This design comes from an exercise in tuning for small area and a short achievable clock period on the open sky130 flow, not from production work. In this exercise RTL edits were held to simulation tests only and were not proved equivalent to the original. In every run shown here, the design's own scripts or RTL, not TritonCTS, make the clock network. The clock port is modelled as an ideal driver, which makes a skipped or thinned clock tree look cheaper than it is; a real chip needs a root buffer or a tree. No activity file was given, so power comes from the tool's default toggle rates.

## flow/design.v

```verilog
module log2 #(
  parameter int FRAC_W = 5,
  parameter int MANT_W = 16
) (
  input  logic              clk,
  input  logic              rst_n,
  input  logic [7:0]        x,
  input  logic              validx,
  output logic [FRAC_W+2:0] y,
  output logic              validy
);
  logic [9:0] nrm;
  logic a20, a21, a22, a24, a25, a26, a27, a28, a29, a31;
  logic a32, a33, a34, a35, a36, a37, a38, a40, a42, a43;
  logic a44, a45, a46, a47, a48, a49, a50, a52, a53, a54;
  logic a55, a56, a57, a58, a59, a60, a61, a62, a63, a64;
  logic a66, a67, a69, a70, a71, a72, a74, a75;
  assign nrm[0] = x[0] & x[7];
  assign a20 = x[6] & ~x[7];
  assign a21 = x[0] & a20;
  assign a22 = x[1] & x[7];
  assign nrm[1] = a21 | a22;
  assign a24 = ~x[6] & ~x[7];
  assign a25 = x[5] & a24;
  assign a26 = x[0] & a25;
  assign a27 = x[1] & a20;
  assign a28 = x[2] & x[7];
  assign a29 = ~a27 & ~a28;
  assign nrm[2] = a26 | ~a29;
  assign a31 = x[1] & a25;
  assign a32 = x[0] & x[4];
  assign a33 = ~x[5] & a32;
  assign a34 = a24 & a33;
  assign a35 = x[2] & a20;
  assign a36 = x[3] & x[7];
  assign a37 = ~a35 & ~a36;
  assign a38 = ~a34 & a37;
  assign nrm[3] = a31 | ~a38;
  assign a40 = ~x[4] & ~x[5];
  assign nrm[9] = ~a24 | ~a40;
  assign a42 = x[0] & ~nrm[9];
  assign a43 = ~a20 & ~a42;
  assign a44 = x[3] & ~a43;
  assign a45 = x[1] & ~x[5];
  assign a46 = ~x[6] & a45;
  assign a47 = ~x[7] & ~a46;
  assign a48 = x[4] & ~a47;
  assign a49 = x[2] & a25;
  assign a50 = ~a48 & ~a49;
  assign nrm[4] = a44 | ~a50;
  assign a52 = x[1] & ~nrm[9];
  assign a53 = ~x[5] & ~a52;
  assign a54 = x[3] & ~x[6];
  assign a55 = ~x[7] & ~a54;
  assign a56 = ~a53 & ~a55;
  assign a57 = x[0] & ~x[3];
  assign a58 = ~nrm[9] & a57;
  assign a59 = x[4] & ~x[7];
  assign a60 = ~a58 & ~a59;
  assign a61 = ~x[5] & ~x[7];
  assign a62 = x[2] & a61;
  assign a63 = ~x[6] & ~a62;
  assign a64 = ~a60 & ~a63;
  assign nrm[5] = a56 | a64;
  assign a66 = a53 & a55;
  assign a67 = a60 & a63;
  assign nrm[6] = ~a66 & ~a67;
  assign a69 = x[1] & ~x[2];
  assign a70 = ~x[3] & ~a69;
  assign a71 = ~x[4] & ~a70;
  assign a72 = a61 & ~a71;
  assign nrm[7] = ~a20 & ~a72;
  assign a74 = ~x[2] & ~x[3];
  assign a75 = a40 & ~a74;
  assign nrm[8] = ~a24 | a75;
  localparam logic [6:0] MINV = 7'b0000000;
  logic [2:0] e_q;
  logic [6:0] m_q;
  logic       v_q;
  always_ff @(posedge clk) begin
    e_q <= nrm[9:7];
    m_q <= nrm[6:0] ^ MINV;
    v_q <= rst_n & validx;
  end
  logic [4:0] f;
  logic [6:0] m;
  assign m = m_q ^ MINV;
  logic b13, b14, b15, b16, b17, b18, b19, b20, b21, b22;
  logic b23, b24, b25, b26, b27, b28, b29, b30, b31, b32;
  logic b33, b34, b35, b36, b37, b38, b39, b40, b41, b42;
  logic b43, b44, b45, b46, b47, b48, b49, b50, b51, b52;
  logic b53, b54, b55, b56, b57, b58, b59, b60, b61, b62;
  logic b63, b65, b66, b67, b68, b69, b70, b71, b72, b73;
  logic b75, b76, b77, b79, b80;
  assign b13 = m[1] & m[2];
  assign b14 = ~m[3] & ~b13;
  assign b15 = ~m[1] & m[2];
  assign b16 = m[0] & ~b15;
  assign b17 = ~m[1] & ~b16;
  assign b18 = b14 & ~b17;
  assign b19 = m[0] & m[1];
  assign b20 = ~m[2] & ~b19;
  assign b21 = m[1] & ~m[4];
  assign b22 = ~m[3] & b21;
  assign b23 = ~b20 & ~b22;
  assign b24 = ~b18 & ~b23;
  assign b25 = m[4] & ~b13;
  assign b26 = m[3] & m[4];
  assign b27 = m[5] & ~b26;
  assign b28 = ~b25 & b27;
  assign b29 = ~b24 & b28;
  assign b30 = ~m[0] & m[3];
  assign b31 = ~m[4] & ~m[5];
  assign b32 = ~b30 & b31;
  assign b33 = m[6] & ~b32;
  assign b34 = b13 & ~b33;
  assign b35 = m[6] & ~b34;
  assign b36 = ~b29 & b35;
  assign b37 = m[3] & ~m[5];
  assign b38 = b19 & ~b37;
  assign b39 = ~m[2] & ~b21;
  assign b40 = ~b27 & b39;
  assign b41 = ~b38 & b40;
  assign b42 = b36 & ~b41;
  assign b43 = m[3] & b16;
  assign b44 = ~m[4] & ~b43;
  assign b45 = ~m[5] & ~b44;
  assign b46 = b15 & ~b37;
  assign b47 = m[0] & b26;
  assign b48 = ~m[0] & ~m[3];
  assign b49 = ~m[4] & b48;
  assign b50 = m[1] & ~b49;
  assign b51 = ~b47 & ~b50;
  assign b52 = ~m[2] & ~b51;
  assign b53 = ~b46 & ~b52;
  assign b54 = ~b45 & b53;
  assign b55 = ~m[1] & ~m[2];
  assign b56 = b25 & ~b55;
  assign b57 = ~m[6] & ~b47;
  assign b58 = ~b56 & b57;
  assign b59 = ~m[5] & ~b58;
  assign b60 = b15 & ~b48;
  assign b61 = b59 & ~b60;
  assign b62 = ~m[6] & ~b61;
  assign b63 = ~b54 & b62;
  assign f[0] = b42 | b63;
  assign b65 = m[5] & ~b36;
  assign b66 = ~b59 & ~b65;
  assign b67 = ~m[3] & ~b34;
  assign b68 = m[3] & b34;
  assign b69 = ~b67 & ~b68;
  assign b70 = ~b66 & ~b69;
  assign b71 = m[2] & b37;
  assign b72 = b66 & ~b71;
  assign b73 = ~b14 & b72;
  assign f[1] = b70 | b73;
  assign b75 = ~b67 & ~b72;
  assign b76 = m[4] & b75;
  assign b77 = ~m[4] & ~b75;
  assign f[2] = ~b76 & ~b77;
  assign b79 = m[5] & b76;
  assign b80 = ~m[5] & ~b76;
  assign f[3] = ~b79 & ~b80;
  assign f[4] = m[6] | b79;
  always_ff @(posedge clk) begin
    y      <= {e_q, f};
    validy <= rst_n & v_q;
  end
endmodule
```

## flow/flow/run.sh

```bash
#!/bin/bash
# Layout flow: the standard ORFS flow (standard.sh) with two changes:
#  - synthesis is the standard flow's own script, except that its final ABC mapping call
#    uses flow/abc_map.script (area-oriented mapping of the AND/inverter
#    network in the RTL) in place of ORFS's speed script;
#    Yosys's own quick ABC pass inside synth is skipped (SYNTH_ARGS -noabc)
#    so that this mapping starts from the RTL's network, and the
#    half/full-adder extraction is left out (ADDER_MAP_FILE empty);
#  - the port buffers that global placement inserts are buf_1 cells;
#  - after CTS, flow/clock_one_buffer.tcl replaces the clock tree with one
#    clock buffer driving all the registers (there are only 20).
# Each step's full output goes to a log file in this folder, and ORFS's own
# per-step logs stay under orfs/logs/.
set -euo pipefail
W=$PWD
F=$W/flow

# Synthesis script: synth_recipe.tcl with the abc call redirected.
{
  head -n 1 synth_recipe.tcl
  cat <<TCL
proc abc {args} {
  set i [lsearch -exact \$args -script]
  if {[file exists {$F/abc_stage1.script}]} {
    # The logic feeding the first-stage registers (the cone of wire nrm)
    # is mapped first, with its own script.
    set a1 \$args
    lset a1 [expr {\$i + 1}] {$F/abc_stage1.script}
    yosys abc {*}\$a1 w:nrm %ci*
  }
  lset args [expr {\$i + 1}] {$F/abc_map.script}
  yosys abc {*}\$args
}
TCL
  tail -n +2 synth_recipe.tcl
} > own_synth.tcl

VARS=(
  "SYNTH_SCRIPT=$W/own_synth.tcl"
  "BUFFER_PORTS_ARGS=-buffer_cell sky130_fd_sc_hd__buf_1"
  "ADDER_MAP_FILE="
  "SYNTH_ARGS=-noabc"
  "POST_CTS_TCL=$F/clock_one_buffer.tcl"
  "CLOCK_ONE_BUFFER_CELL=sky130_fd_sc_hd__clkbuf_8"
)
bash standard.sh "${VARS[@]}" synth > synth.log 2>&1
bash standard.sh "${VARS[@]}" finish > layout.log 2>&1
```

## flow/flow/abc_map.script

```
strash
amap
topo
buffer -p
upsize -D 1300
dnsize -D 1300
```

## flow/flow/abc_stage1.script

```
strash
map -D 500
topo
buffer -p
upsize -D 500
dnsize -D 500
```

## flow/flow/clock_one_buffer.tcl

```tcl
# POST_CTS_TCL hook: the design has only a few registers, so CTS's two-level
# tree (a root buffer, leaf buffers and dummy loads) is replaced by a single
# clock buffer that drives every register's clock pin; every register still
# gets its clock through a buffer, the same one for all.
set block [ord::get_db_block]
set port_net [[$block findBTerm clk] getNet]
set sinks {}
set tree {}
set tree_nets {}
set todo [list $port_net]
# Walk the clock network from the port: registers are sinks, everything else
# on it (buffers, inverters, dummy loads) belongs to the tree.
while {[llength $todo]} {
  set net [lindex $todo 0]
  set todo [lrange $todo 1 end]
  foreach it [$net getITerms] {
    if {![$it isInputSignal]} continue
    set inst [$it getInst]
    if {[[$inst getMaster] isSequential]} {
      lappend sinks $it
    } elseif {[lsearch $tree $inst] < 0} {
      lappend tree $inst
      foreach ot [$inst getITerms] {
        if {[$ot isOutputSignal] && [$ot getNet] ne "NULL"} {
          lappend todo [$ot getNet]
          lappend tree_nets [$ot getNet]
        }
      }
    }
  }
}
puts "clock_one_buffer: [llength $sinks] clock sinks, removing [llength $tree] tree cells"
set xs 0; set ys 0
foreach it $sinks {
  lassign [[$it getInst] getLocation] x y
  set xs [expr {$xs + $x}]; set ys [expr {$ys + $y}]
  $it disconnect
}
foreach inst $tree { odb::dbInst_destroy $inst }
foreach net [lsort -unique $tree_nets] { odb::dbNet_destroy $net }
set master [[ord::get_db] findMaster $::env(CLOCK_ONE_BUFFER_CELL)]
set buf [odb::dbInst_create $block $master clkbuf_0_clk]
set net [odb::dbNet_create $block clknet_0_clk]
$net setSigType CLOCK
[$buf findITerm A] connect $port_net
[$buf findITerm X] connect $net
foreach it $sinks { $it connect $net }
set n [llength $sinks]
$buf setLocation [expr {int($xs / $n)}] [expr {int($ys / $n)}]
$buf setPlacementStatus PLACED
detailed_placement
check_placement -verbose
estimate_parasitics -placement
report_clock_skew

# Optionally give the input ports' buffers a stronger cell of the same
# function (the paths from the inputs are the design's longest).
if {[info exists ::env(INPUT_BUF_CELL)] && $::env(INPUT_BUF_CELL) ne ""} {
  set bm [[ord::get_db] findMaster $::env(INPUT_BUF_CELL)]
  foreach bt [$block getBTerms] {
    if {[$bt getIoType] ne "INPUT" || [$bt getName] eq "clk"} continue
    foreach it [[$bt getNet] getITerms] {
      set inst [$it getInst]
      if {[string match "sky130_fd_sc_hd__buf_*" [[$inst getMaster] getName]]} { $inst swapMaster $bm }
    }
  }
  detailed_placement
  estimate_parasitics -placement
}
```

## flow/standard.sh

```bash
#!/bin/bash
# synth_recipe.tcl (not shown) runs the flow's synth.tcl, then flattens the netlist and writes it again
# the make line also repeats each setting of config.mk as NAME=value (left out here)
make -C /OpenROAD-flow-scripts/flow DESIGN_CONFIG=/design/flow/config.mk WORK_HOME=/design/flow/orfs CLKGATE_MAP_FILE= SYNTH_SCRIPT=/design/flow/synth_recipe.tcl "${@:-finish}"
```

## flow/config.mk

```make
export PLATFORM = sky130hd
export DESIGN_NAME = log2
export DESIGN_NICKNAME = log2
export VERILOG_FILES = /design/flow/design.v
export SDC_FILE = /design/flow/constraint.sdc
export NUM_CORES = 4
export LEC_CHECK = 0
export CAP_MARGIN = 20
export CORE_AREA = 2 2 62 62
export DIE_AREA = 0 0 64 64
export PLACE_DENSITY = 0.6
export SETUP_SLACK_MARGIN = 4.7
export SLEW_MARGIN = 20
```

## flow/constraint.sdc

```tcl
create_clock -name core_clock -period 7.0 [get_ports {clk}]
set_input_delay 1.4000 -clock core_clock [delete_from_list [all_inputs] [get_ports {clk}]]
set_output_delay 1.4000 -clock core_clock [all_outputs]
set_load 0.01 [all_outputs]
```

==> results.tsv, run 1 <==
stage	metric	value	unit
place	dpl ws	4690	ps
global_routing	first-pass GRT wire length	3310	microns
timing	Max Freq	0.468	GHz
synthesis	FF+latch count, synth	20	
route	final wirelength	1880	microns
place	placed cell count	170	
setup_path	type of origin of the critical path	primary input	
die	core area	3390	sq um
place	port bufs	19	
place	Post-DP HPWL	1550	microns
die	Starting Density	0.263	
setup_path	Crit-path slowest cell	buf_1	
route	vias post-DR	818	
global_routing	largest net degree at the start of global routing	21	
timing	period utilisation layout	0.305	
synthesis	area fraction of the dominant cell type after synthesis	0.449	
run	Max-Cap Viols	0	
finish	FF+latch area	400	sq um
timing	final hold vios	0	
synthesis	area leader, netlist	dfxtp_1	
finish	fillers	360	
power_and_ir_drop	Clk pwr share	0.178	
timing	Clock Skew	1.08	ps
setup_path	CP Cell Sequence	buf_1 -> nor2_4 -> a31oi_1 -> a22oi_1	
timing	Final min period	2130	ps
worst_hold_path	HP Class	reg2reg	
timing	setup_tns	0	ps
finish	Syn-to-layout area delta	15.2	%
die	Die ar.	4100	sq um
timing	Final Max Slew Viols	0	
timing	Final setup viols	0	
synthesis	largest cells by area after synthesis	dfxtp_1, o21ai_0, inv_1	
place	gp weighted congestion	0.933	
timing	Slew @ Worst Pin	390	ps
setup_path	Crit. End Element	flip-flop	
synthesis	Seq/Total Area, Yosys	0.449	
route	Final ANT Viol Nets	0	
synthesis	Mapped Area	891	sq um
finish	Antenna Diode Count	0	
setup_path	Critical Path AT	2180	ps
power_and_ir_drop	logic gate share of total power	0.228	
global_routing	All-Layer GR Usage	0.0964	
setup_path	WP buf/inv	1	
finish	NumNets Final	138	
timing	RSZ-0062 raised after global routing	no	
die	io pins	20	
finish	Cell Count, Final, Fillers Out	171	
route	Avg Vias per Cell	4.78	
timing	fin worst setup slack	4870	ps
setup_path	CP Max Fanout	7	
setup_path	Setup crit start	x[7]	
synthesis	syn_nets	117	
die	Die X	64	microns
timing	Slew headroom	0.740	
die	Die Y	64	microns
cts	Worst-path clk slew	110	ps
run_status	outcome	complete, no violations	
synthesis	YS warnings	1	
route	Residual DRC	0	
finish	most common cell after layout, fill and taps aside	dfxtp_1	
setup_path	RR Startpoint	m_q[3]	
timing	hold_ws	338	ps
power_and_ir_drop	sw power	64.7	uW
power_and_ir_drop	P per Cell Area	216	nW/um^2
cts	Num Clock Sinks	20	
synthesis	synth unique cells	29	
setup_path	crit path kind	in2reg	
global_routing	Overflow after GRT	0	
power_and_ir_drop	worst IR drop on VDD	0.0000730	V
power_and_ir_drop	Sw Share	0.292	
cts	worst-skew pair later-pin latency	160	ps
setup_path	Top Family by Delay on Critical Path	compound AO/OA/AOI/OAI gates	
route	DR pass1 iterations	5	
setup_path	CP peak stage delay	310	ps
finish	multi-input logic area	415	sq um
route	drt wl/cell	11.0	microns
finish	most frequent cells in the layout	dfxtp_1, buf_1, inv_1	
finish	layout cell share with drive strength beyond 1	0.136	
worst_hold_path	Worst Hold Launch	e_q[2]	
global_routing	vias in the first global route	769	
synthesis	Mapped Avg Cell Area	8.40	sq um
power_and_ir_drop	sequential share of power	0.594	
global_routing	antenna violations before repair	0	
power_and_ir_drop	P_int	157	uW
route	First DRT Iteration DRCs	44	
power_and_ir_drop	Leakage	0.000396	uW
setup_path	critical path data required time	7050	ps
synthesis	Mapped Cells	106	
die	placement row count	21	
[cells in the mapped netlist]
master    count
nand3_1       2
o211ai_1      1
nand4_1       1
dfxtp_1      20
nor2b_1       2
a21oi_1       4
nor2_4        2
inv_2         6
o22ai_1       2
and2_1        1
nor3_1        2
a31oi_1       5
o311ai_2      1
buf_4         1
nor2_2        3
o21ai_1       3
nor2_1        6
inv_1        12
a41oi_2       1
a222oi_1      1
o32ai_1       1
o221ai_1      2
o21ai_2       2
nand2_1       9
o22a_1        1
a211oi_1      1
a22oi_1       4
o21ai_0       9
a21oi_2       1
[kinds of logic (layout without fill, tap and decap cells)]
logic type | count (synthesis) | count (layout) | share of synthesized area
compound gates | 39 | 39 | 0.306
buf+inv | 19 | 38 | 0.0843
flops | 20 | 20 | 0.449
simple gates | 28 | 28 | 0.160
[path summary, 6_finish.rpt]
path	to	slack (ps)	depth (start not counted)
worst max-delay path	m_q[6]	4870	4
worst min-delay path	y[7]	340	0
worst max register to register	y[3]	5070	8
worst min register to register	y[7]	340	0
[per-stage QoR]
stage / util / area, sq um / total power (uW)
2_1_floorplan: - / 891 / 169
3_3_place_gp: 0.299 / 1010 / 184
3_5_place_dp: 0.299 / 1010 / 184
5_1_grt: 0.303 / 1030 / 233
6_report: 0.303 / 1030 / 222
[sequential cells by signal, summed over array words and instances (netlist names)]
| name | flops |
|---|---|
| e_q | 3 |
| m_q | 7 |
| v_q | 1 |
| validy | 1 |
| y | 8 |
[routing by layer]
layer  share of wire  vias to the layer above  track usage
met5               0                        -            0
met4          0.0042                        0       0.0272
met3           0.064                        2       0.0176
met2            0.48                       33        0.161
met1            0.45                      367        0.126
li1                -                      416            -
[power by group through the flow]
stage / logic (uW) / clock network [uW] / registers (uW)
finish: 50.6 / 39.4 / 132
global route: 56.3 / 44.1 / 133
detailed placement: 49.9 / 0 / 134
global placement: 49.5 / 0 / 134
floorplan: 33.0 / 0 / 136
[cell type report]
type                    instances  share of cell area
inverters                      18              0.0659
flip-flops and latches         20               0.390
multi-input cells              67               0.405
well taps                      46              0.0561
repair buffers                 19              0.0695
plain buffers                   1              0.0134
==> inputs of run 2 (changes only) <==
==> flow/flow/abc_map.script (replaced) <==
strash
amap
topo
==> flow/flow/abc_stage1.script (replaced) <==
strash
map -D 400
topo
buffer -p
upsize -D 400
dnsize -D 400
==> run 2 against run 1 <==
Effect of this change:
- global-route usage decreased by 0.43 points
- synthesized cell count is the same
- sequential power about the same
- setup slack gained 58 ps
- largest cell class unchanged
- register-to-register slack worse by 140 ps
- combinational power down 6.9%
- critical path type unchanged
- worst hold slack is essentially flat
- critical path depth unchanged
- core utilization is 0.15 points lower
==> results.tsv, run 2 <==
stage	metric	value	unit	change
global_routing	vias in the first global route	782		+1.7%
global_routing	All-Layer GR Usage	0.0922		-0.00429
cts	Worst-path clk slew	100	ps	about the same
power_and_ir_drop	P_int	156	uW	-0.44%
timing	Final setup viols	0		unchanged
power_and_ir_drop	P per Cell Area	213	nW/um^2	-1.5%
synthesis	Mapped Cells	106		unchanged
setup_path	crit path kind	in2reg		
route	Residual DRC	0		unchanged
die	Starting Density	0.256		-0.00664
route	final wirelength	1820	microns	-3.3%
die	Die Y	64	microns	unchanged
timing	setup_tns	0	ps	unchanged
synthesis	Async SR Flop Fraction	0		unchanged
die	core area	3390	sq um	unchanged
global_routing	antenna violations before repair	0		unchanged
synthesis	mux cell area share after synthesis	0		unchanged
power_and_ir_drop	total power	217	uW	-2.0%
synthesis	Mapped Avg Cell Area	8.19	sq um	-2.5%
setup_path	RR Startpoint	m_q[3]		
power_and_ir_drop	Clk pwr share	0.176		-0.002
timing	Slew @ Worst Pin	424	ps	+34.0 ps
synthesis	Mapped Area	868	sq um	-2.5%
timing	RSZ-0062 raised after global routing	no		
synthesis	Post-synth EDFFs	0		unchanged
run_status	outcome	complete, no violations		
worst_hold_path	hold path endpoint	y[7]		
timing	Final Max Slew Viols	0		unchanged
place	Post-DP HPWL	1470	microns	-5.5%
setup_path	CP Max Fanout	8		+1
setup_path	worst reg2reg path endpoint	y[3]		
global_routing	first-pass GRT wire length	3210	microns	-2.9%
setup_path	r2r setup slk	4930	ps	-140 ps
synthesis	count leader, synth	dfxtp_1		
power_and_ir_drop	Sw Share	0.281		-0.0112
synthesis	YS warnings	1		unchanged
synthesis	main combinational cell family by area after synthesis	compound AO/OA/AOI/OAI gates		
timing	Max Freq	0.482	GHz	+2.8%
finish	most frequent cells in the layout	buf_1, dfxtp_1, o21ai_0		
synthesis	FF+latch count, synth	20		unchanged
power_and_ir_drop	sw power	61.0	uW	-5.7%
synthesis	largest cells by area after synthesis	dfxtp_1, o21ai_0, clkinv_1		
finish	Syn-to-layout area delta	17.6	%	
timing	period utilisation layout	0.297		-0.00832
synthesis	Post-Synth Simple-Gate Area	0.171		+0.0114
place	gp weighted congestion	0.972		+4.1%
finish	NumNets Final	139		+0.72%
worst_hold_path	Worst Hold Launch	e_q[2]		
setup_path	Crit. End Element	flip-flop		
route	Avg Vias per Cell	4.87		+1.8%
die	io pins	20		unchanged
power_and_ir_drop	worst IR drop on VDD	0.0000757	V	+3.8%
setup_path	type of origin of the critical path	primary input		
cts	Num Clock Sinks	20		unchanged
global_routing	Overflow after GRT	0		unchanged
cts	worst-skew pair later-pin latency	160	ps	about the same
die	placement row count	21		unchanged
finish	layout cell share with drive strength beyond 1	0.0873		-0.0487
synthesis	area fraction of the dominant cell type after synthesis	0.461		+0.0117
route	DR pass1 iterations	4		-1
die	Die X	64	microns	unchanged
worst_hold_path	hold path cells	0		unchanged
finish	max reg flops	8		unchanged
synthesis	Synth Flop Type	dfxtp_1		
power_and_ir_drop	sequential share of power	0.608		+0.014
timing	Final min period	2080	ps	-58.2 ps
worst_hold_path	HP Class	reg2reg		
setup_path	Reg2Reg Depth	8		unchanged
synthesis	Compound-Gate Fraction of Synth Area	0.290		-0.0166
power_and_ir_drop	Leakage	0.000370	uW	-6.5%
power_and_ir_drop	logic gate share of total power	0.217		-0.011
place	port bufs	19		unchanged
route	drt wl/cell	10.6	microns	-3.9%
route	First DRT Iteration DRCs	34		-23%
die	Die ar.	4100	sq um	unchanged
setup_path	critical path data required time	7050	ps	about the same
synthesis	area leader, netlist	dfxtp_1		
synthesis	Adder-Cell Fraction of Synth Area	0		unchanged
synthesis	syn_nets	117		unchanged
finish	Antenna Diode Count	0		unchanged
setup_path	Critical Path AT	2130	ps	-50 ps
synthesis	post-synthesis xor/xnor area fraction	0		unchanged
finish	top flop regs	y x8, m_q x7, e_q x3		
timing	Slew headroom	0.714		-0.0257
run	Max-Cap Viols	0		unchanged
timing	final hold vios	0		unchanged
synthesis	Seq/Total Area, Yosys	0.461		+0.0117
timing	Clock Skew	0.363	ps	-0.715 ps
synthesis	synth unique cells	30		+3.4%
finish	Top reg by flops	y		
global_routing	largest net degree at the start of global routing	21		unchanged
finish	most common cell after layout, fill and taps aside	buf_1		
route	Final ANT Viol Nets	0		unchanged
synthesis	most instantiated cells after synthesis	dfxtp_1, o21ai_0, clkinv_1, nor2_1, nand2_1		
route	vias post-DR	838		+2.4%
-- run 2: layer usage --
metal  vias up  wire length, microns  global-route usage
li1        418                     -                   -
met1       371                   750               0.107
met2        44                   927               0.181
met3         5                   126             0.00528
met4         0                    16              0.0217
met5         -                     0                   0
-- run 2: worst max-delay path: stages --
cell	delay (ps)
buf_1	240
nor2_1	150
a31oi_1	250
o211ai_2	90
-- run 2: cells by family after synthesis --
kind of cell           after synthesis
AOI/OAI and AO/OA                   38
buffers and inverters               18
and+or+nand+nor                     30
DFF                                 20
-- run 2: layout make-up --
type / instances / area [sq um]
fill: 368 / 2370
inverter: 18 / 67.6
timing repair buffer: 19 / 71.3
buffer: 1 / 13.8
tap: 46 / 57.6
sequential: 20 / 403
multi-input combinational: 68 / 408
-- run 2: worst max path at each step --
stage,from,end,cells after the start
5_1_grt,m_q[2],y[3],10
3_3_place_gp,x[5],m_q[5],4
6_report,x[5],m_q[4],4
2_1_floorplan,x[5],m_q[6],3
3_5_place_dp,x[5],m_q[6],4
-- run 2: power by group through the flow --
stage / sequential [uW] / clock [uW] / combinational (uW)
finish: 132 / 38.2 / 47.1
global route: 134 / 45.9 / 52.8
detailed placement: 134 / 0 / 45.2
global placement: 134 / 0 / 44.3
floorplan: 137 / 0 / 27.1
-- run 2: stage by stage --
step	setup WS (ps)	hold WS (ps)	util	std cells	area [sq um]
final	4920	338	0.301	172	1020
after floorplan	5070	310	-	106	868
after global routing	4700	347	0.301	172	1020
after global placement	4750	311	0.294	171	997
after detailed placement	4750	312	0.294	171	997
==> inputs of run 3 (changes only) <==
==> flow/flow/abc_map.script (replaced) <==
strash
amap
topo
buffer -p
upsize -D 1400
dnsize -D 1400
==> run 3 against run 2 <==
Effect of this change:
- sequential share of layout area fell by 0.052 points
- design area fell by 0.49%
- die area did not move
- register-to-register slack improved by 120 ps
- critical endpoint is now m_q[6]
- largest cell class unchanged
- highest routed layer unchanged
==> results.tsv, run 3 <==
stage	metric	value	unit	change
die	io pins	20		unchanged
finish	max reg flops	8		unchanged
die	Die Y	64	microns	unchanged
route	First DRT Iteration DRCs	35		+2.9%
setup_path	CP Max Fanout	8		unchanged
global_routing	first-pass GRT wire length	3130	microns	-2.4%
setup_path	RR Startpoint	m_q[0]		
synthesis	most instantiated cells after synthesis	dfxtp_1, inv_1, o21ai_0, nand2_1, nor2_1		
route	drt wl/cell	10.0	microns	-5.5%
setup_path	critical path data required time	7050	ps	about the same
route	Avg Vias per Cell	4.80		-1.6%
synthesis	area fraction of the dominant cell type after synthesis	0.456		-0.00525
route	final wirelength	1720	microns	-5.5%
place	placed cell count	171		unchanged
global_routing	Overflow after GRT	0		unchanged
power_and_ir_drop	Clk pwr share	0.178		+0.002
synthesis	Async SR Flop Fraction	0		unchanged
global_routing	largest net degree at the start of global routing	21		unchanged
timing	period utilisation layout	0.299		+0.00202
timing	setup_tns	0	ps	unchanged
power_and_ir_drop	P_int	156	uW	-0.22%
power_and_ir_drop	logic gate share of total power	0.215		-0.002
timing	Final Max Slew Viols	0		unchanged
synthesis	mux cell area share after synthesis	0		unchanged
synthesis	YS warnings	1		unchanged
setup_path	crit path kind	in2reg		
synthesis	Mapped Avg Cell Area	8.21	sq um	+0.21%
synthesis	main combinational cell family by area after synthesis	compound AO/OA/AOI/OAI gates		
finish	fillers	382		+3.8%
timing	Final min period	2090	ps	+14.1 ps
route	Final ANT Viol Nets	0		unchanged
synthesis	count leader, synth	dfxtp_1		
synthesis	Post-synth EDFFs	0		unchanged
finish	NumNets Final	139		unchanged
synthesis	Mapped Cells	107		+0.94%
synthesis	synth unique cells	31		+3.3%
synthesis	Post-Synth Simple-Gate Area	0.175		+0.00374
place	gp weighted congestion	0.836		-14%
setup_path	Setup crit start	x[5]		
finish	Syn-to-layout area delta	15.7	%	
place	dpl cell area	1000	sq um	+0.50%
synthesis	area leader, netlist	dfxtp_1		
route	vias post-DR	825		-1.6%
finish	Cell Count, Final, Fillers Out	172		unchanged
finish	fin area	1020	sq um	-0.49%
place	Post-DP HPWL	1410	microns	-3.9%
finish	Antenna Diode Count	0		unchanged
power_and_ir_drop	P per Cell Area	213	nW/um^2	about the same
timing	Clock Skew	2.70	ps	+2.34 ps
timing	final hold vios	0		unchanged
die	Starting Density	0.259		+0.00295
setup_path	worst reg2reg path endpoint	y[4]		
die	Die X	64	microns	unchanged
setup_path	Critical Path AT	2140	ps	about the same
synthesis	syn_nets	118		+0.85%
power_and_ir_drop	sw power	60.4	uW	-0.93%
setup_path	Reg2Reg Depth	11		+3
finish	most frequent cells in the layout	dfxtp_1, buf_1, inv_1		
synthesis	FF+latch count, synth	20		unchanged
power_and_ir_drop	worst IR drop on VDD	0.0000576	V	-24%
finish	most common cell after layout, fill and taps aside	dfxtp_1		
synthesis	Compound-Gate Fraction of Synth Area	0.286		-0.00330
finish	top flop regs	y x8, m_q x7, e_q x3		
place	port bufs	19		unchanged
synthesis	Adder-Cell Fraction of Synth Area	0		unchanged
global_routing	antenna violations before repair	0		unchanged
timing	Final setup viols	0		unchanged
power_and_ir_drop	Leakage	0.000399	uW	+7.8%
cts	Worst-path clk slew	110	ps	about the same
global_routing	vias in the first global route	739		-5.5%
power_and_ir_drop	total power	216	uW	-0.42%
setup_path	crit path to	m_q[6]		
power_and_ir_drop	sequential share of power	0.607		about the same
die	core area	3390	sq um	unchanged
synthesis	Seq/Total Area, Yosys	0.456		-0.00525
run_status	outcome	complete, no violations		
cts	Num Clock Sinks	20		unchanged
power_and_ir_drop	Sw Share	0.279		-0.00145
setup_path	type of origin of the critical path	primary input		
synthesis	post-synthesis xor/xnor area fraction	0		unchanged
worst_hold_path	HP Class	reg2reg		
cts	worst-skew pair later-pin latency	160	ps	about the same
synthesis	Synth Flop Type	dfxtp_1		
run	Max-Cap Viols	0		unchanged
setup_path	Crit. End Element	flip-flop		
route	DR pass1 iterations	4		unchanged
setup_path	r2r setup slk	5050	ps	+120 ps
finish	layout cell share with drive strength beyond 1	0.0714		-0.0159
synthesis	Mapped Area	878	sq um	+1.2%
die	placement row count	21		unchanged
die	Die ar.	4100	sq um	unchanged
timing	Max Freq	0.478	GHz	-0.68%
finish	Top reg by flops	y		
timing	Slew headroom	0.781		+0.0672
global_routing	All-Layer GR Usage	0.0899		-0.00222
timing	Slew @ Worst Pin	323	ps	-101 ps
timing	RSZ-0062 raised after global routing	no		
synthesis	largest cells by area after synthesis	dfxtp_1, inv_1, o21ai_0		
route	Residual DRC	0		unchanged
run 3: cell type report:
cell class                      count  area [sq um]  share of cell area
Sequential cell                    20           400               0.394
Multi-Input combinational cell     68           405               0.399
Inverter                           18          67.6              0.0665
Buffer                              1          13.8              0.0135
Timing Repair Buffer               19          71.3              0.0702
Tap cell                           46          57.6              0.0567
run 3: worst min-delay path by stage:
stage | depth (start not counted) | endpoint | from
2_1_floorplan | 0 | y[5] | e_q[0]
3_3_place_gp | 0 | y[5] | e_q[0]
3_5_place_dp | 0 | y[7] | e_q[2]
5_1_grt | 0 | y[6] | e_q[1]
6_report | 0 | y[7] | e_q[2]
run 3: kinds of logic (layout without fill, tap and decap cells):
logic type	Yosys count	count (layout)
and+or+nand+nor	30	30
AOI/OAI and AO/OA	38	38
buffers and inverters	19	38
DFF	20	20
run 3: routing by layer:
layer  wire (microns)  track usage
met2              815        0.159
met3              100      0.00528
met1              764        0.118
met5                0            0
met4               40       0.0245
run 3: worst max-delay path, stage by stage:
cell and delay [ps]:
buf_1 240, nor2_1 150, a41oi_1 260, a22oi_1 90
run 3: power by group through the flow:
stage / clock network, uW / registers (uW) / logic [uW]
after detailed placement: 0 / 134 / 46.1
final: 38.6 / 131 / 46.5
after global placement: 0 / 134 / 45.0
after floorplan: 0 / 135 / 29.4
after global routing: 46.3 / 133 / 52.5
run 3: per-stage QoR:
step                      worst slack [ps]   util  hold slack, ps
after floorplan                       5070      -             310
final                                 4910  0.300             337
after detailed placement              4740  0.296             312
after global routing                  4800  0.300             348
after global placement                4780  0.296             311
==> inputs of run 4 (changes only) <==
--- a/flow/flow/run.sh
+++ b/flow/flow/run.sh
@@ -42,6 +42,7 @@
   "SYNTH_ARGS=-noabc"
   "POST_CTS_TCL=$F/clock_one_buffer.tcl"
   "CLOCK_ONE_BUFFER_CELL=sky130_fd_sc_hd__clkbuf_8"
+  "INPUT_BUF_CELL=sky130_fd_sc_hd__buf_2"
 )
 bash standard.sh "${VARS[@]}" synth > synth.log 2>&1
 bash standard.sh "${VARS[@]}" finish > layout.log 2>&1
==> run 4 against run 3 <==
Effect of this change:
- maximum frequency grew 2.5%
- core utilization grew 0.37 points
- first-iteration DRC count shrank 2.9%
- synthesized cell count is the same
- highest routed layer unchanged
- die area is the same
- clock skew is essentially flat
- still clean on timing, DRC and antenna
- design area grew 1.2%
==> results.tsv, run 4 <==
stage	metric	value	unit	change
global_routing	M1 GR Usage	0.119		+0.00108
finish	Top reg by flops	y		
finish	top flop regs	y x8, m_q x7, e_q x3		
die	placement row count	21		unchanged
synthesis	area leader, netlist	dfxtp_1		
synthesis	Synth Flop Type	dfxtp_1		
place	port bufs	19		unchanged
die	Die ar.	4100	sq um	unchanged
finish	max reg flops	8		unchanged
finish	FF+latch area	400	sq um	unchanged
synthesis	Async SR Flop Fraction	0		unchanged
timing	Clock Skew	2.70	ps	+0.0000100 ps
global_routing	met2 usage	0.159		unchanged
global_routing	first-pass GRT wire length	3150	microns	+0.45%
setup_path	CP peak stage delay	320	ps	+60 ps
timing	final hold vios	0		unchanged
global_routing	GR Util met3	0.00528		unchanged
timing	RSZ-0062 raised after global routing	no		
synthesis	syn_nets	118		unchanged
timing	period utilisation layout	0.291		-0.00737
global_routing	All-Layer GR Usage	0.0903		+0.000370
route	final wirelength	1710	microns	-0.47%
synthesis	most instantiated cells after synthesis	dfxtp_1, inv_1, o21ai_0, nand2_1, nor2_1		
synthesis	synth unique cells	31		unchanged
finish	most frequent cells in the layout	dfxtp_1, inv_1, o21ai_0, buf_2, buf_1		
die	Starting Density	0.259		unchanged
synthesis	YS warnings	1		unchanged
synthesis	FF+latch count, synth	20		unchanged
die	io pins	20		unchanged
finish	NumNets Final	139		unchanged
die	Die X	64	microns	unchanged
synthesis	Post-synth EDFFs	0		unchanged
route	DR pass1 iterations	4		unchanged
synthesis	count leader, synth	dfxtp_1		
timing	Final min period	2040	ps	-51.6 ps
timing	Final Max Slew Viols	0		unchanged
setup_path	WP buf/inv	1		unchanged
power_and_ir_drop	P per Cell Area	211	nW/um^2	-0.84%
setup_path	Crit. End Element	output pin		
finish	Antenna Diode Count	0		unchanged
cts	Num Clock Sinks	20		unchanged
global_routing	largest net degree at the start of global routing	21		unchanged
finish	fillers	375		-1.8%
route	Final ANT Viol Nets	0		unchanged
die	Die Y	64	microns	unchanged
timing	Slew headroom	0.779		-0.00279
setup_path	CP Max Fanout	1		-7
cts	worst-skew pair later-pin latency	160	ps	about the same
finish	fin area	1030	sq um	+1.2%
setup_path	Critical Path AT	640	ps	-1500 ps
global_routing	antenna violations before repair	0		unchanged
setup_path	Top Family by Delay on Critical Path	flip-flops		
finish	Util after Layout	0.303		+0.00369
run_status	outcome	complete, no violations		
setup_path	Crit-path slowest cell	dfxtp_1		
route	vias post-DR	827		+0.24%
finish	Syn-to-layout area delta	17.1	%	
synthesis	Mapped Avg Cell Area	8.21	sq um	unchanged
setup_path	CP Cell Sequence	buf_1		
global_routing	vias in the first global route	745		+0.81%
finish	most common cell after layout, fill and taps aside	dfxtp_1		
synthesis	largest cells by area after synthesis	dfxtp_1, inv_1, o21ai_0		
setup_path	crit path kind	reg2out		
setup_path	type of origin of the critical path	flip-flop		
route	Residual DRC	0		unchanged
route	First DRT Iteration DRCs	34		-2.9%
setup_path	r2r setup slk	5050	ps	about the same
global_routing	busiest grt layer	met2		
worst_hold_path	HP Class	reg2reg		
run	Max-Cap Viols	0		unchanged
synthesis	Mapped Cells	107		unchanged
route	drt wl/cell	9.95	microns	-0.47%
timing	Max Freq	0.490	GHz	+2.5%
cts	Worst-path clk slew	110	ps	about the same
place	Post-DP HPWL	1410	microns	unchanged
power_and_ir_drop	worst IR drop on VDD	0.0000555	V	-3.6%
place	dpl cell area	1000	sq um	unchanged
synthesis	area fraction of the dominant cell type after synthesis	0.456		unchanged
synthesis	Mapped Area	878	sq um	unchanged
synthesis	Seq/Total Area, Yosys	0.456		unchanged
timing	Slew @ Worst Pin	327	ps	+4.11 ps
power_and_ir_drop	Leakage	0.000427	uW	+6.9%
place	gp weighted congestion	0.836		unchanged
global_routing	Overflow after GRT	0		unchanged
finish	multi-input logic area	405	sq um	unchanged
finish	layout cell share with drive strength beyond 1	0.151		+0.0794
timing	Final setup viols	0		unchanged
die	core area	3390	sq um	unchanged
setup_path	critical path data required time	5600	ps	-1450 ps
route	Avg Vias per Cell	4.81		+0.24%
timing	setup_tns	0	ps	unchanged
run 4: cell count changes in the layout (fill, tap and decap cells not counted):
cell and delta:
buf_2 +10, buf_1 -10
run 4: metal layers:
layer  up-vias  wire length [microns]  share of wire
met5         -                      0              0
met4         0                     22          0.013
met3         2                    105          0.061
met2        39                    823           0.48
met1       371                    760           0.44
li1        415                      -              -
run 4: path summary, 6_finish.rpt:
kind,endpoint,startpoint,cells past startpoint
setup / recovery,y[6],y[6],1
hold / removal,y[7],e_q[2],0
setup reg to reg,y[4],m_q[0],11
hold reg to reg,y[7],e_q[2],0
run 4: area by class of cell:
type                            count  area share
Timing Repair Buffer               19      0.0815
Buffer                              1      0.0134
Tap cell                           46      0.0560
Sequential cell                    20       0.389
Multi-Input combinational cell     68       0.394
Inverter                           18      0.0657
run 4: report_power, final:
group          switching, uW  total (uW)  internal [uW]
logic                   28.9        47.3           18.4
registers               6.30         131            125
clock network           25.3        38.6           13.3
total                   60.4         217            157
run 4: per-stage QoR:
stage	instances	total power (uW)	setup slack, ps	hold WS [ps]
after floorplan	107	165	5070	310
after global placement	171	179	4780	311
after detailed placement	171	180	4740	312
after global routing	172	233	4810	348
final	172	217	4960	337
run 4: cell families after synthesis:
| logic type | Yosys count | share of synthesized area |
|---|---|---|
| DFF | 20 | 0.456 |
| AOI/OAI and AO/OA | 38 | 0.286 |
| and+or+nand+nor | 30 | 0.175 |
| buffers and inverters | 19 | 0.0826 |
==> inputs of run 5 (changes only) <==
--- a/flow/flow/run.sh
+++ b/flow/flow/run.sh
@@ -42,7 +42,6 @@
   "SYNTH_ARGS=-noabc"
   "POST_CTS_TCL=$F/clock_one_buffer.tcl"
   "CLOCK_ONE_BUFFER_CELL=sky130_fd_sc_hd__clkbuf_8"
-  "INPUT_BUF_CELL=sky130_fd_sc_hd__buf_2"
 )
 bash standard.sh "${VARS[@]}" synth > synth.log 2>&1
 bash standard.sh "${VARS[@]}" finish > layout.log 2>&1
==> flow/flow/abc_stage1.script (replaced) <==
strash
map -D 350
topo
buffer -p
upsize -D 350
dnsize -D 350
==> run 5 against run 4 <==
Effect of this change:
- still clean on timing, DRC and antenna
- design area down 1.2%
- combinational power down 2%
- cell count unchanged
- critical path type is now in2reg
==> results.tsv, run 5 <==
stage	metric	value	unit	change
place	port bufs	19		unchanged
die	io pins	20		unchanged
timing	Slew headroom	0.781		+0.00279
synthesis	main combinational cell family by area after synthesis	compound AO/OA/AOI/OAI gates		
setup_path	Crit-path slowest cell	a41oi_1		
finish	layout cell share with drive strength beyond 1	0.0714		-0.0794
worst_hold_path	Worst Hold Launch	e_q[2]		
timing	Final min period	2090	ps	+51.6 ps
die	core area	3390	sq um	unchanged
finish	most frequent cells in the layout	dfxtp_1, buf_1, inv_1		
synthesis	FF+latch count, synth	20		unchanged
finish	max reg flops	8		unchanged
synthesis	Async SR Flop Fraction	0		unchanged
setup_path	RR Startpoint	m_q[0]		
global_routing	largest net degree at the start of global routing	21		unchanged
setup_path	CP peak stage delay	260	ps	-60 ps
finish	NumNets Final	139		unchanged
finish	Syn-to-layout area delta	15.7	%	
synthesis	count leader, synth	dfxtp_1		
power_and_ir_drop	worst IR drop on VDD	0.0000576	V	+3.7%
die	Die ar.	4100	sq um	unchanged
setup_path	r2r setup slk	5050	ps	about the same
cts	Num Clock Sinks	20		unchanged
global_routing	Overflow after GRT	0		unchanged
setup_path	worst reg2reg path endpoint	y[4]		
synthesis	Synth Flop Type	dfxtp_1		
synthesis	Seq/Total Area, Yosys	0.456		unchanged
synthesis	Compound-Gate Fraction of Synth Area	0.286		unchanged
global_routing	All-Layer GR Usage	0.0899		-0.000370
timing	final hold vios	0		unchanged
route	Residual DRC	0		unchanged
setup_path	Reg2Reg Depth	11		unchanged
route	vias post-DR	825		-0.24%
synthesis	Post-Synth Simple-Gate Area	0.175		unchanged
setup_path	CP Cell Sequence	buf_1 -> nor2_1 -> a41oi_1 -> a22oi_1		
setup_path	CP Max Fanout	8		+7
setup_path	Critical Path AT	2140	ps	+1500 ps
route	Avg Vias per Cell	4.80		-0.24%
power_and_ir_drop	Leakage	0.000399	uW	-6.5%
route	Final ANT Viol Nets	0		unchanged
finish	fin area	1020	sq um	-1.2%
place	gp weighted congestion	0.836		unchanged
power_and_ir_drop	P per Cell Area	213	nW/um^2	+0.84%
die	placement row count	21		unchanged
synthesis	Mapped Area	878	sq um	unchanged
synthesis	Adder-Cell Fraction of Synth Area	0		unchanged
finish	top flop regs	y x8, m_q x7, e_q x3		
global_routing	vias in the first global route	739		-0.81%
finish	most common cell after layout, fill and taps aside	dfxtp_1		
synthesis	Mapped Cells	107		unchanged
place	Post-DP HPWL	1410	microns	unchanged
synthesis	Post-synth EDFFs	0		unchanged
setup_path	crit path kind	in2reg		
timing	Final setup viols	0		unchanged
timing	Clock Skew	2.70	ps	-0.0000100 ps
die	Starting Density	0.259		unchanged
worst_hold_path	HP Class	reg2reg		
route	DR pass1 iterations	4		unchanged
route	final wirelength	1720	microns	+0.47%
cts	worst-skew pair later-pin latency	160	ps	about the same
timing	period utilisation layout	0.299		+0.00737
cts	Worst-path clk slew	110	ps	about the same
synthesis	syn_nets	118		unchanged
timing	Final Max Slew Viols	0		unchanged
worst_hold_path	hold path endpoint	y[7]		
run	Max-Cap Viols	0		unchanged
die	Die Y	64	microns	unchanged
setup_path	Top Family by Delay on Critical Path	compound AO/OA/AOI/OAI gates		
place	dpl cell area	1000	sq um	unchanged
synthesis	most instantiated cells after synthesis	dfxtp_1, inv_1, o21ai_0, nand2_1, nor2_1		
run_status	outcome	complete, no violations		
synthesis	largest cells by area after synthesis	dfxtp_1, inv_1, o21ai_0		
synthesis	area fraction of the dominant cell type after synthesis	0.456		unchanged
route	First DRT Iteration DRCs	35		+2.9%
finish	Top reg by flops	y		
route	drt wl/cell	10.0	microns	+0.47%
die	Die X	64	microns	unchanged
timing	Slew @ Worst Pin	323	ps	-4.11 ps
timing	RSZ-0062 raised after global routing	no		
setup_path	type of origin of the critical path	primary input		
timing	setup_tns	0	ps	unchanged
global_routing	antenna violations before repair	0		unchanged
synthesis	YS warnings	1		unchanged
setup_path	critical path data required time	7050	ps	+1450 ps
setup_path	Crit. End Element	flip-flop		
worst_hold_path	hold path cells	0		unchanged
synthesis	post-synthesis xor/xnor area fraction	0		unchanged
finish	Antenna Diode Count	0		unchanged
setup_path	WP buf/inv	1		unchanged
global_routing	first-pass GRT wire length	3130	microns	-0.45%
synthesis	synth unique cells	31		unchanged
synthesis	area leader, netlist	dfxtp_1		
synthesis	mux cell area share after synthesis	0		unchanged
timing	Max Freq	0.478	GHz	-2.5%
synthesis	Mapped Avg Cell Area	8.21	sq um	unchanged
run 5: changes by cell type in the layout (fill, tap and decap cells not counted):
cell and delta:
buf_1 +10, buf_2 -10
run 5: area by class of cell:
| type | count | area [sq um] |
|---|---|---|
| repair buffers | 19 | 71.3 |
| multi-input cells | 68 | 405 |
| flip-flops and latches | 20 | 400 |
| inverters | 18 | 67.6 |
| fillers | 382 | 2370 |
| plain buffers | 1 | 13.8 |
| well taps | 46 | 57.6 |
run 5: stage by stage:
step,hold WS (ps),worst slack [ps],total power [uW],instances,util
6_report,337,4910,216,172,0.300
5_1_grt,348,4800,232,172,0.300
3_5_place_dp,312,4740,180,171,0.296
3_3_place_gp,311,4780,179,171,0.296
2_1_floorplan,310,5070,165,107,-
run 5: where the power goes:
part	switching, uW	internal (uW)	total [uW]	leakage [uW]
registers	6.29	125	131	0.000167
clock network	25.3	13.3	38.6	0.00000719
logic	28.9	17.6	46.5	0.000224
run 5: worst max path at each step:
stage,startpoint,end,slack [ps],depth (start not counted)
6_report,x[5],m_q[6],4910,4
3_5_place_dp,x[5],m_q[6],4740,4
3_3_place_gp,x[6],m_q[4],4780,4
2_1_floorplan,x[5],m_q[6],5070,3
5_1_grt,x[5],m_q[6],4800,4
run 5: cells by family (layout without fill, tap and decap cells):
kind of cell	count (synthesis)	after routing
AOI/OAI and AO/OA	38	38
buffers and inverters	19	38
DFF	20	20
and+or+nand+nor	30	30
run 5: metal layers:
metal	GRT usage	share of wire
met5	0	0
met4	0.0245	0.023
met3	0.00528	0.058
met2	0.159	0.47
met1	0.118	0.44
==> inputs of run 6 (changes only) <==
==> flow/flow/abc_map.script (replaced) <==
strash
amap
topo
--- a/flow/config.mk
+++ b/flow/config.mk
@@ -9,5 +9,5 @@
 export CORE_AREA = 2 2 62 62
 export DIE_AREA = 0 0 64 64
 export PLACE_DENSITY = 0.6
-export SETUP_SLACK_MARGIN = 4.7
+export SETUP_SLACK_MARGIN = 4.8
 export SLEW_MARGIN = 20
removed: flow/flow/abc_stage1.script
==> run 6 against run 5 <==
Effect of this change:
- largest power group unchanged
- worst hold slack barely moved
- first-iteration DRC count rose to 2.8 times the previous value
- sequential power about the same
- maximum frequency shrank 3.9%
- setup slack worse by 86 ps
- die area unchanged
- register-to-register slack improved by 50 ps
- clock power fell by 1%
- design area increased by 0.25%
==> results.tsv, run 6 <==
stage	metric	value	unit	change
global_routing	All-Layer GR Usage	0.0826		-0.00734
place	port bufs	19		unchanged
cts	Num Clock Sinks	20		unchanged
global_routing	antenna violations before repair	0		unchanged
finish	Cell Count, Final, Fillers Out	171		-0.58%
die	Die X	64	microns	unchanged
die	core area	3390	sq um	unchanged
setup_path	crit path kind	in2reg		
synthesis	largest cells by area after synthesis	dfxtp_1, clkinv_1, o21ai_0		
timing	fin worst setup slack	4820	ps	-85.5 ps
setup_path	CP Max Fanout	6		-2
route	DR pass1 iterations	6		+2
synthesis	YS warnings	1		unchanged
route	drt wl/cell	9.83	microns	-1.7%
finish	fillers	373		-2.4%
power_and_ir_drop	Leakage	0.000360	uW	-9.7%
synthesis	count leader, synth	dfxtp_1		
timing	RSZ-0062 raised after global routing	yes		
setup_path	r2r setup slk	5100	ps	+50 ps
synthesis	Mapped Cells	104		-2.8%
finish	most frequent cells in the layout	dfxtp_1, buf_1, clkinv_1		
global_routing	Overflow after GRT	0		unchanged
finish	most common cell after layout, fill and taps aside	dfxtp_1		
synthesis	most instantiated cells after synthesis	dfxtp_1, clkinv_1, nor2_1, o21ai_0, a21oi_1		
timing	Slew @ Worst Pin	316	ps	-6.96 ps
timing	final hold vios	0		unchanged
finish	fin area	1020	sq um	+0.25%
global_routing	largest net degree at the start of global routing	21		unchanged
synthesis	synth unique cells	20		-35%
route	Residual DRC	0		unchanged
timing	Clock Skew	0.728	ps	-1.97 ps
die	Die ar.	4100	sq um	unchanged
timing	Final min period	2180	ps	+85.5 ps
timing	Final setup viols	0		unchanged
die	Starting Density	0.245		-0.0140
finish	multi-input logic area	387	sq um	-4.6%
place	Post-DP HPWL	1340	microns	-5.0%
route	vias post-DR	807		-2.2%
setup_path	Setup crit start	x[5]		
timing	setup_tns	0	ps	unchanged
setup_path	crit path to	m_q[4]		
run_status	outcome	complete, no violations		
synthesis	area leader, netlist	dfxtp_1		
synthesis	syn_nets	115		-2.5%
route	Avg Vias per Cell	4.72		-1.6%
setup_path	Reg2Reg Depth	11		unchanged
worst_hold_path	HP Class	reg2reg		
finish	NumNets Final	138		-0.72%
synthesis	Mapped Area	831	sq um	-5.4%
cts	worst-skew pair later-pin latency	160	ps	about the same
setup_path	Crit. End Element	flip-flop		
setup_path	critical path data required time	7050	ps	about the same
route	First DRT Iteration DRCs	99		+180%
power_and_ir_drop	P per Cell Area	214	nW/um^2	+0.24%
finish	Antenna Diode Count	0		unchanged
timing	Final Max Slew Viols	0		unchanged
die	io pins	20		unchanged
finish	top flop regs	y x8, m_q x7, e_q x3		
finish	Syn-to-layout area delta	22.6	%	
run	Max-Cap Viols	0		unchanged
place	placed cell count	169		-1.2%
cts	Worst-path clk slew	100	ps	about the same
global_routing	first-pass GRT wire length	2900	microns	-7.3%
power_and_ir_drop	worst IR drop on VDD	0.0000891	V	+55%
timing	Slew headroom	0.788		+0.00663
die	placement row count	21		unchanged
setup_path	RR Startpoint	m_q[0]		
setup_path	type of origin of the critical path	primary input		
timing	Max Freq	0.460	GHz	-3.9%
timing	period utilisation layout	0.311		+0.0122
finish	FF+latch area	404	sq um	+0.94%
synthesis	area fraction of the dominant cell type after synthesis	0.482		+0.0261
synthesis	Post-synth EDFFs	0		unchanged
place	gp weighted congestion	0.926		+11%
place	dpl cell area	960	sq um	-4.2%
die	Die Y	64	microns	unchanged
finish	layout cell share with drive strength beyond 1	0.144		+0.0726
setup_path	Critical Path AT	2230	ps	+90 ps
synthesis	FF+latch count, synth	20		unchanged
synthesis	Seq/Total Area, Yosys	0.482		+0.0261
synthesis	Async SR Flop Fraction	0		unchanged
finish	max reg flops	8		unchanged
timing	hold_ws	337	ps	-0.163 ps
route	final wirelength	1680	microns	-2.3%
route	Final ANT Viol Nets	0		unchanged
synthesis	Mapped Avg Cell Area	7.99	sq um	-2.7%
place	dpl ws	4500	ps	-237 ps
global_routing	vias in the first global route	686		-7.2%
setup_path	worst reg2reg path endpoint	y[3]		
synthesis	Synth Flop Type	dfxtp_1		
finish	Top reg by flops	y		
run 6: changes by cell type after synthesis, sizes merged, moves of 2 or more:
cell	change
inv	-18
nand2	-2
nor3	+2
clkinv	+19
nand3	-2
a222oi	+2
nor2b	-2
o31ai	+2
nor2	+3
run 6: worst max-delay path, stage by stage:
cell	delay, ps
clkbuf_2	140
clkinv_1	130
nand3_2	110
o21ai_0	80
a222oi_1	260
clkinv_1	100
run 6: cell type report:
class                   instances  share of cell area
inverters                      19              0.0700
plain buffers                   1              0.0135
well taps                      46              0.0565
flip-flops and latches         20               0.397
repair buffers                 20              0.0835
multi-input cells              65               0.380
run 6: how the worst min path moves through the flow:
stage / from / endpoint / depth (start not counted)
floorplan: e_q[0] / y[5] / 0
global placement: e_q[1] / y[6] / 0
detailed placement: e_q[0] / y[5] / 0
global route: e_q[1] / y[6] / 0
finish: e_q[0] / y[5] / 0
run 6: layer usage:
metal | vias up | GRT usage | wire length, microns
met5 | - | 0 | 0
met4 | 0 | 0.0109 | 0
met3 | 0 | 0.0123 | 101
met2 | 29 | 0.133 | 785
met1 | 359 | 0.119 | 795
li1 | 419 | - | -
run 6: metrics by stage:
step,util,total power [uW]
after floorplan,-,162
after global placement,0.283,176
after detailed placement,0.283,177
after global routing,0.300,232
final,0.300,218
run 6: power by group:
part	switching, uW	internal (uW)	total (uW)
clock	24.9	13.3	38.2
sequential	6.69	125	132
combinational	28.8	18.5	47.3
run 6: cell families after synthesis:
group                  synth area share
AND/OR/NAND/NOR                   0.140
buffers and inverters            0.0858
flip-flops                        0.482
AO/OA/AOI/OAI                     0.292
==> inputs of run 7 (changes only) <==
--- a/flow/flow/run.sh
+++ b/flow/flow/run.sh
@@ -42,6 +42,7 @@
   "SYNTH_ARGS=-noabc"
   "POST_CTS_TCL=$F/clock_one_buffer.tcl"
   "CLOCK_ONE_BUFFER_CELL=sky130_fd_sc_hd__clkbuf_8"
+  "INPUT_BUF_CELL=sky130_fd_sc_hd__buf_2"
 )
 bash standard.sh "${VARS[@]}" synth > synth.log 2>&1
 bash standard.sh "${VARS[@]}" finish > layout.log 2>&1
==> run 7 against run 6 <==
Effect of this change:
- flip-flop and latch count did not move
- total power rose by 1.1%
- worst hold slack about the same
- register-to-register slack worse by 40 ps
- clock power barely moved
- cell count increased by 1.8%
- core utilization increased by 1.3 points
- highest routed layer unchanged
==> results.tsv, run 7 <==
stage	metric	value	unit	change
timing	fin worst setup slack	4850	ps	+24.3 ps
synthesis	Mapped Area	831	sq um	unchanged
global_routing	All-Layer GR Usage	0.0826		unchanged
timing	setup_tns	0	ps	unchanged
timing	Clock Skew	0.579	ps	-0.150 ps
finish	top flop regs	y x8, m_q x7, e_q x3		
place	port bufs	19		unchanged
setup_path	r2r setup slk	5060	ps	-40 ps
timing	Final Max Slew Viols	0		unchanged
place	Post-DP HPWL	1340	microns	unchanged
finish	Syn-to-layout area delta	28.0	%	
power_and_ir_drop	Leakage	0.000394	uW	+9.4%
timing	Final setup viols	0		unchanged
route	DR pass1 iterations	5		-1
timing	period utilisation layout	0.307		-0.00347
finish	Util after Layout	0.314		+0.0133
route	vias post-DR	833		+3.2%
setup_path	Crit. End Element	flip-flop		
route	Final ANT Viol Nets	0		unchanged
finish	layout cell share with drive strength beyond 1	0.250		+0.106
setup_path	worst reg2reg path endpoint	y[3]		
timing	Final min period	2150	ps	-24.3 ps
timing	hold_ws	337	ps	-0.314 ps
route	First DRT Iteration DRCs	59		-40%
synthesis	Mapped Avg Cell Area	7.99	sq um	unchanged
setup_path	crit path kind	in2reg		
synthesis	area leader, netlist	dfxtp_1		
synthesis	area fraction of the dominant cell type after synthesis	0.482		unchanged
finish	fillers	374		+0.27%
die	Die X	64	microns	unchanged
setup_path	CP Max Fanout	6		unchanged
die	placement row count	21		unchanged
route	final wirelength	1760	microns	+4.6%
finish	NumNets Final	141		+2.2%
setup_path	Setup crit start	x[7]		
synthesis	Mapped Cells	104		unchanged
finish	Antenna Diode Count	0		unchanged
global_routing	Overflow after GRT	0		unchanged
setup_path	RR Startpoint	m_q[1]		
synthesis	Post-synth EDFFs	0		unchanged
timing	Max Freq	0.465	GHz	+1.1%
run	Max-Cap Viols	0		unchanged
route	Avg Vias per Cell	4.79		+1.4%
setup_path	critical path data required time	7050	ps	about the same
run_status	outcome	complete, no violations		
setup_path	type of origin of the critical path	primary input		
cts	Worst-path clk slew	100	ps	about the same
setup_path	Reg2Reg Depth	10		-1
power_and_ir_drop	worst IR drop on VDD	0.0000917	V	+2.9%
synthesis	largest cells by area after synthesis	dfxtp_1, clkinv_1, o21ai_0		
die	Die Y	64	microns	unchanged
synthesis	Synth Flop Type	dfxtp_1		
setup_path	crit path to	m_q[4]		
global_routing	first-pass GRT wire length	2900	microns	unchanged
synthesis	Async SR Flop Fraction	0		unchanged
worst_hold_path	HP Class	reg2reg		
global_routing	antenna violations before repair	0		unchanged
die	Starting Density	0.245		unchanged
cts	worst-skew pair later-pin latency	160	ps	about the same
route	drt wl/cell	10.1	microns	+2.8%
synthesis	syn_nets	115		unchanged
route	Residual DRC	0		unchanged
synthesis	Seq/Total Area, Yosys	0.482		unchanged
place	dpl ws	4500	ps	unchanged
setup_path	Critical Path AT	2200	ps	-30 ps
synthesis	synth unique cells	20		unchanged
timing	Slew headroom	0.790		+0.00177
synthesis	FF+latch count, synth	20		unchanged
die	core area	3390	sq um	unchanged
finish	most frequent cells in the layout	dfxtp_1, clkinv_1, o21ai_0		
synthesis	YS warnings	1		unchanged
die	io pins	20		unchanged
finish	most common cell after layout, fill and taps aside	dfxtp_1		
timing	final hold vios	0		unchanged
die	Die ar.	4100	sq um	unchanged
finish	Top reg by flops	y		
global_routing	vias in the first global route	686		unchanged
cts	Num Clock Sinks	20		unchanged
timing	Slew @ Worst Pin	313	ps	-2.63 ps
synthesis	most instantiated cells after synthesis	dfxtp_1, clkinv_1, nor2_1, o21ai_0, a21oi_1		
global_routing	largest net degree at the start of global routing	21		unchanged
timing	RSZ-0062 raised after global routing	yes		
place	gp weighted congestion	0.926		unchanged
finish	max reg flops	8		unchanged
synthesis	count leader, synth	dfxtp_1		
power_and_ir_drop	P per Cell Area	207	nW/um^2	-3.2%
-- run 7: cell counts after synthesis --
No cell type changed its count.
-- run 7: through the flow --
stage	cell area [sq um]	cells	total power [uW]
6_report	1060	174	220
3_3_place_gp	960	169	176
3_5_place_dp	960	169	177
2_1_floorplan	831	104	162
5_1_grt	1060	174	234
-- run 7: per-layer routing --
| metal | share of wire | global-route usage |
|---|---|---|
| met1 | 0.46 | 0.119 |
| met2 | 0.48 | 0.133 |
| met3 | 0.060 | 0.0123 |
| met4 | 0 | 0.0109 |
| met5 | 0 | 0 |
-- run 7: logic make-up after synthesis --
kind of cell,count (synthesis),share of synthesized area
AO/OA/AOI/OAI,38,0.292
buffers and inverters,19,0.0858
AND/OR/NAND/NOR,27,0.140
flip-flops,20,0.482
-- run 7: worst max-delay path: stages --
cell and delay (ps):
buf_4 150, clkinvlp_4 100, o31ai_1 80, a222oi_1 370
clkinv_1 100
-- run 7: worst min path at each step --
stage               slack, ps  cells past startpoint   end    from
floorplan                 310                      0  y[5]  e_q[0]
global placement          310                      0  y[6]  e_q[1]
detailed placement        310                      0  y[5]  e_q[0]
global route              350                      0  y[6]  e_q[1]
finish                    340                      0  y[5]  e_q[0]
-- run 7: final cells by class --
cell class | instances | area (sq um) | share of cell area
timing repair buffer | 23 | 116 | 0.109
tap | 46 | 57.6 | 0.0541
buffer | 1 | 13.8 | 0.0129
multi-input combinational | 65 | 397 | 0.373
inverter | 19 | 75.1 | 0.0706
sequential | 20 | 404 | 0.380
-- run 7: where the power goes --
group / internal, uW / leakage [uW] / switching [uW]
sequential: 125 / 0.000168 / 6.71
combinational: 20.1 / 0.000219 / 29.7
clock: 13.3 / 0.00000719 / 24.7
total: 159 / 0.000394 / 61.1
==> inputs of run 8 (changes only) <==
--- a/flow/config.mk
+++ b/flow/config.mk
@@ -9,5 +9,5 @@
 export CORE_AREA = 2 2 62 62
 export DIE_AREA = 0 0 64 64
 export PLACE_DENSITY = 0.6
-export SETUP_SLACK_MARGIN = 4.8
+export SETUP_SLACK_MARGIN = 4.75
 export SLEW_MARGIN = 20
==> run 8 against run 7 <==
Effect of this change:
- die area is the same
- largest cell class unchanged
- first-iteration DRC count grew 25%
- critical path depth grew 1
- still clean
- synthesized cell count is the same
- setup slack lost 23 ps
- clock skew is essentially flat
- flip-flop and latch count is the same
- sequential share of layout area grew 1.4 points
==> results.tsv, run 8 <==
stage	metric	value	unit	change
run_status	outcome	complete, no violations		
timing	Final Max Slew Viols	0		unchanged
timing	setup_tns	0	ps	unchanged
power_and_ir_drop	P per Cell Area	213	nW/um^2	+2.8%
worst_hold_path	HP Class	reg2reg		
power_and_ir_drop	worst IR drop on VDD	0.0000918	V	about the same
route	final wirelength	1710	microns	-2.8%
global_routing	Overflow after GRT	0		unchanged
synthesis	Mapped Avg Cell Area	7.99	sq um	unchanged
synthesis	Mapped Area	831	sq um	unchanged
synthesis	Async SR Flop Fraction	0		unchanged
finish	Antenna Diode Count	0		unchanged
die	Die Y	64	microns	unchanged
finish	most frequent cells in the layout	clkinv_1, dfxtp_1, nor2_1, o21ai_0, buf_2		
route	Final ANT Viol Nets	0		unchanged
route	vias post-DR	818		-1.8%
die	Die ar.	4100	sq um	unchanged
power_and_ir_drop	P_int	157	uW	-0.85%
die	Starting Density	0.245		unchanged
setup_path	Crit. End Element	flip-flop		
finish	Top reg by flops	y		
global_routing	All-Layer GR Usage	0.0826		unchanged
setup_path	CP Cell Sequence	buf_2 -> nor2_2 -> nand3_2 -> nor2_1 -> nor2_1 -> a22oi_1		
synthesis	count leader, synth	dfxtp_1		
timing	Max Freq	0.460	GHz	-1.1%
power_and_ir_drop	Sw Share	0.277		-0.000845
timing	RSZ-0062 raised after global routing	no		
setup_path	Crit-path slowest cell	nor2_2		
synthesis	Mapped Cells	104		unchanged
global_routing	antenna violations before repair	0		unchanged
finish	multi-input logic area	387	sq um	-2.5%
finish	NumNets Final	138		-2.1%
route	Avg Vias per Cell	4.78		about the same
timing	Final min period	2180	ps	+23.4 ps
setup_path	CP Max Fanout	6		unchanged
place	placed cell count	169		unchanged
timing	final hold vios	0		unchanged
finish	Cell Count, Final, Fillers Out	171		-1.7%
die	Die X	64	microns	unchanged
route	First DRT Iteration DRCs	74		+25%
finish	top flop regs	y x8, m_q x7, e_q x3		
timing	Final setup viols	0		unchanged
setup_path	type of origin of the critical path	primary input		
place	Post-DP HPWL	1340	microns	unchanged
route	Residual DRC	0		unchanged
power_and_ir_drop	sw power	60.4	uW	-1.3%
place	gp weighted congestion	0.926		unchanged
global_routing	first-pass GRT wire length	2900	microns	unchanged
setup_path	Critical Path AT	2260	ps	+60 ps
setup_path	Reg2Reg Depth	11		+1
cts	worst-skew pair later-pin latency	160	ps	about the same
synthesis	most instantiated cells after synthesis	dfxtp_1, clkinv_1, nor2_1, o21ai_0, a21oi_1		
timing	period utilisation layout	0.311		+0.00334
cts	Num Clock Sinks	20		unchanged
power_and_ir_drop	sequential share of power	0.607		+0.006
synthesis	area leader, netlist	dfxtp_1		
synthesis	FF+latch count, synth	20		unchanged
power_and_ir_drop	Leakage	0.000375	uW	-4.9%
die	placement row count	21		unchanged
route	DR pass1 iterations	6		+1
timing	hold_ws	337	ps	+0.264 ps
die	core area	3390	sq um	unchanged
die	io pins	20		unchanged
power_and_ir_drop	Clk pwr share	0.175		+0.002
finish	fillers	370		-1.1%
cts	Worst-path clk slew	100	ps	about the same
place	port bufs	19		unchanged
power_and_ir_drop	logic gate share of total power	0.218		-0.008
run	Max-Cap Viols	0		unchanged
synthesis	syn_nets	115		unchanged
timing	Slew @ Worst Pin	315	ps	+1.89 ps
timing	Slew headroom	0.789		-0.00127
route	drt wl/cell	9.99	microns	-1.1%
setup_path	crit path kind	in2reg		
global_routing	largest net degree at the start of global routing	21		unchanged
synthesis	Post-synth EDFFs	0		unchanged
setup_path	CP peak stage delay	230	ps	-140 ps
setup_path	critical path data required time	7090	ps	+40 ps
finish	layout cell share with drive strength beyond 1	0.192		-0.0580
synthesis	Seq/Total Area, Yosys	0.482		unchanged
synthesis	YS warnings	1		unchanged
finish	Syn-to-layout area delta	23.3	%	
power_and_ir_drop	total power	218	uW	-0.96%
finish	max reg flops	8		unchanged
synthesis	Synth Flop Type	dfxtp_1		
worst_hold_path	hold path cells	0		unchanged
global_routing	vias in the first global route	686		unchanged
finish	FF+latch area	404	sq um	unchanged
synthesis	area fraction of the dominant cell type after synthesis	0.482		unchanged
synthesis	synth unique cells	20		unchanged
setup_path	cell with the most instances on the worst path	nor2_1		
synthesis	largest cells by area after synthesis	dfxtp_1, clkinv_1, o21ai_0		
timing	Clock Skew	0.833	ps	+0.255 ps
finish	Util after Layout	0.302		-0.0114
## run 8: stage by stage
| step | worst slack, ps | area [sq um] |
|---|---|---|
| after detailed placement | 4500 | 960 |
| final | 4820 | 1020 |
| after global routing | 4730 | 1020 |
| after global placement | 4570 | 960 |
| after floorplan | 4880 | 831 |
## run 8: cell families after synthesis
group	Yosys count	share of synthesized area
AO/OA/AOI/OAI	38	0.292
buffers and inverters	19	0.0858
flip-flops	20	0.482
AND/OR/NAND/NOR	27	0.140
## run 8: worst max-delay path, delay by kind of cell
kind	cells	cell delay (ps)
AOI/OAI and AO/OA	1	170
and+or+nand+nor	4	550
buffers and inverters	1	140
## run 8: area by class of cell
type	count	area share
flip-flops and latches	20	0.394
multi-input cells	65	0.377
repair buffers	20	0.0891
inverters	19	0.0696
well taps	46	0.0562
plain buffers	1	0.0134
## run 8: power by group through the flow
stage	clock, uW	sequential [uW]	combinational (uW)
after floorplan	0	136	25.7
after global placement	0	134	42.4
after detailed placement	0	134	42.6
after global routing	43.9	134	54.3
final	38.2	132	47.5
## run 8: worst paths after layout
kind	start	end	slack, ps
max	x[7]	m_q[6]	4820
min reg2reg	e_q[0]	y[5]	340
min	e_q[0]	y[5]	340
max reg2reg	m_q[1]	y[3]	5030
## run 8: layer usage
| layer | share of wire | track usage |
|---|---|---|
| met4 | 0 | 0.0109 |
| met5 | 0 | 0 |
| met3 | 0.063 | 0.0123 |
| met2 | 0.47 | 0.133 |
| met1 | 0.47 | 0.119 |

-- separate check: timing with driven ports --
The flow's constraints put no driver on any port. The routed layouts listed below were extracted and timed again, unchanged, in two steps.
Step 1, drivers: a clkbuf_16 drives clk and a buf_2 each remaining input, both assumed.
Step 2 also shifts input and output timing later by t, the mid clock arrival at the registers, as if the neighbouring blocks saw the same clock.
a / b / c = ideal ports / drivers / drivers and shift; a / b = the first two.
| run | t, ns | setup WS [ns] |
|---|---|---|
| run 1 | 0.182 | 4.865 / 4.864 / 4.681 |
| run 2 | 0.178 | 4.924 / 4.916 / 4.738 |
| run 3 | 0.181 | 4.909 / 4.910 / 4.728 |
| run 4 | 0.181 | 4.961 / 4.940 / 4.809 |
| run 5 | 0.181 | 4.909 / 4.910 / 4.728 |
| run 6 | 0.177 | 4.824 / 4.821 / 4.644 |
| run 7 | 0.176 | 4.848 / 4.845 / 4.668 |
| run 8 | 0.177 | 4.825 / 4.824 / 4.647 |
After both steps every run listed still meets setup and hold.
